What follows belongs to an exercise in optimizing a design on an open flow for small area; a production flow would make more cautious choices.

Setup of old:
==> flow/design.v (excerpt) <==
module tcp_stats_monitor (
  input  logic        ap_clk,
  input  logic        ap_rst_n,
  input  logic        ap_start,
  input  logic [63:0] cnt_preset,
  input  logic        rx_tvalid,
  input  logic        rx_tready,
  input  logic [7:0]  rx_tkeep,
  input  logic        rx_tlast,
  input  logic        tx_tvalid,
  input  logic        tx_tready,
  input  logic [7:0]  tx_tkeep,
  input  logic        tx_tlast,
  input  logic        tx_status_tvalid,
  input  logic        tx_status_tready,
  input  logic [63:0] tx_status_tdata,
  input  logic        open_status_tvalid,
  input  logic        open_status_tready,
  input  logic [23:0] open_status_tdata,
  input  logic        close_tvalid,
  input  logic        close_tready,
  output logic        ap_done,
  output logic        ap_idle,
  output logic [41:0] rx_bytes,
  output logic [41:0] tx_bytes,
  output logic [31:0] rx_pkts,
  output logic [31:0] tx_pkts,
  output logic [31:0] sts_total,
  output logic [31:0] sts_good,
  output logic [31:0] open_total,
  output logic [31:0] open_good,
  output logic [63:0] exec_cycles
);
==> module stat_add, before the edit <==
module stat_add #(
  parameter int W  = 32,
  parameter int IW = 1
) (
  input  logic [W-1:0]  q,
  input  logic [W-1:0]  pre,
  input  logic          keep,
  input  logic          rst_n,   
  input  logic [IW-1:0] inc,
  output logic [W-1:0]  d
);
  logic [W-1:0] base;
  logic [W:IW]  c;   
  assign base = (q & {W{keep}}) | pre;
  logic [IW-1:0] low;
  assign {c[IW], low} = {1'b0, base[IW-1:0]} + {1'b0, inc};
  assign d[IW-1:0] = low & {IW{rst_n}};
  localparam int B = 4;   
  localparam int S = 2;   
  localparam int NB = (W - IW + B - 1) / B;
  localparam int NS = (NB + S - 1) / S;
  logic [NB-1:0] pb;         
  logic [NB:0]   cb;         
  logic [NS-1:0] ps;         
  logic [NS:0]   cs;         
  for (genvar k = 0; k < NB; k++) begin : g_pb
    localparam int LO = IW + k * B;
    localparam int HI = (LO + B - 1 < W - 1) ? LO + B - 1 : W - 1;
    assign pb[k] = &base[HI:LO];
  end
  for (genvar m = 0; m < NS; m++) begin : g_ps
    localparam int LO = m * S;
    localparam int HI = (LO + S - 1 < NB - 1) ? LO + S - 1 : NB - 1;
    assign ps[m] = &pb[HI:LO];
  end
  assign cs[0] = c[IW];
  for (genvar m = 0; m < NS; m++) begin : g_cs
    assign cs[m+1] = cs[m] & ps[m];
  end
  for (genvar k = 0; k < NB; k++) begin : g_cb
    if (k % S == 0) begin : g_first
      assign cb[k] = cs[k / S];
    end else begin : g_next
      assign cb[k] = cb[k-1] & pb[k-1];
    end
  end
  for (genvar i = IW; i < W; i++) begin : g_bit
    if ((i - IW) % B == 0) begin : g_first
      if (i > IW) begin : g_c
        assign c[i] = cb[(i - IW) / B];
      end
    end else begin : g_next
      assign c[i] = c[i-1] & base[i-1];
    end
    assign d[i] = base[i] ^ c[i];
  end
endmodule
clock: 4.0 ns
lec_check: 0
abc_area: 1
cap_margin: 20
core_margin: 2
core_utilization: 65
cts_buf_list: sky130_fd_sc_hd__clkbuf_16
cts_cluster_diameter: 100
cts_cluster_size: 30
gpl_timing_driven: 0
place_density: 0.75
slew_margin: 20
standard.sh (not shown) runs the stock make flow with config.mk's settings and CLKGATE_MAP_FILE= SYNTH_SCRIPT=/design/flow/synth_recipe.tcl, a recipe that flattens the netlist after the stock synthesis.
==> flow/flow/run.sh <==
#!/bin/bash
# standard layout, with the port buffers made of the smallest buffer cell
cp standard.sh standard_sh_copy.log
export BUFFER_PORTS_ARGS="-buffer_cell sky130_fd_sc_hd__buf_1"
bash standard.sh > standard.log 2>&1
old has completed all stages; timing, DRC and antenna checks passed.
diff inputs: old => new
--- a/flow/design.v
+++ b/flow/design.v
@@ -127,6 +127,6 @@
   assign {c[IW], low} = {1'b0, base[IW-1:0]} + {1'b0, inc};
   assign d[IW-1:0] = low & {IW{rst_n}};
-  localparam int B = 4;   
-  localparam int S = 2;   
+  localparam int B = 8;   
+  localparam int S = 4;   
   localparam int NB = (W - IW + B - 1) / B;
   localparam int NS = (NB + S - 1) / S;
@@ -138,5 +138,5 @@
     localparam int LO = IW + k * B;
     localparam int HI = (LO + B - 1 < W - 1) ? LO + B - 1 : W - 1;
-    assign pb[k] = &base[HI:LO];
+    assign pb[k] = (keep & (&q[HI:LO])) | (&pre[HI:LO]);
   end
   for (genvar m = 0; m < NS; m++) begin : g_ps
Findings:
- Cell area grows slightly when moving from old to new.
- Summary of new over old: met2 track demand over resource increased 5.4 points, initial DRC count increased 40%, area after synthesis increased 0.65%, worst hold slack decreased 0.0032 ns.
Function was not checked in any run of this note: the RTL went through the layout flow alone.

## afterwards: timing with drivers on the ports
The flow's constraints put no driver on any port. The routed layouts listed below were extracted and timed again, unchanged, in two steps.
Step 1: set_driving_cell puts a clkbuf_16 on ap_clk and a buf_2 on each other input, an assumption about the parent block.
Step 2 adds t to the input delays and takes it off the output delays; t is the mean of the earliest and latest rising clock arrival at the registers after step 1. Input paths then give back, and output paths get back, about the clock's delay inside the block.
Slacks: ideal / step 1 / step 2; pairs: ideal / step 1.
run	shift t [ns]	setup slack, ns	worst hold slack (ns)	slew at the worst register clock pin (ns)	worst slew at a driven data input, ns
old	0.573	0.183 / 0.158 / -0.415	0.399 / 0.399 / 0.399	0.12 / 0.12	0.12
new	0.579	0.107 / 0.082 / -0.497	0.396 / 0.392 / 0.396	0.12 / 0.12	0.09
Met with ideal ports but missed after step 2: setup timing in old and new. For new, which loses most, drivers alone change the setup slack by -0.025 ns; drivers and shift together by -0.604 ns.
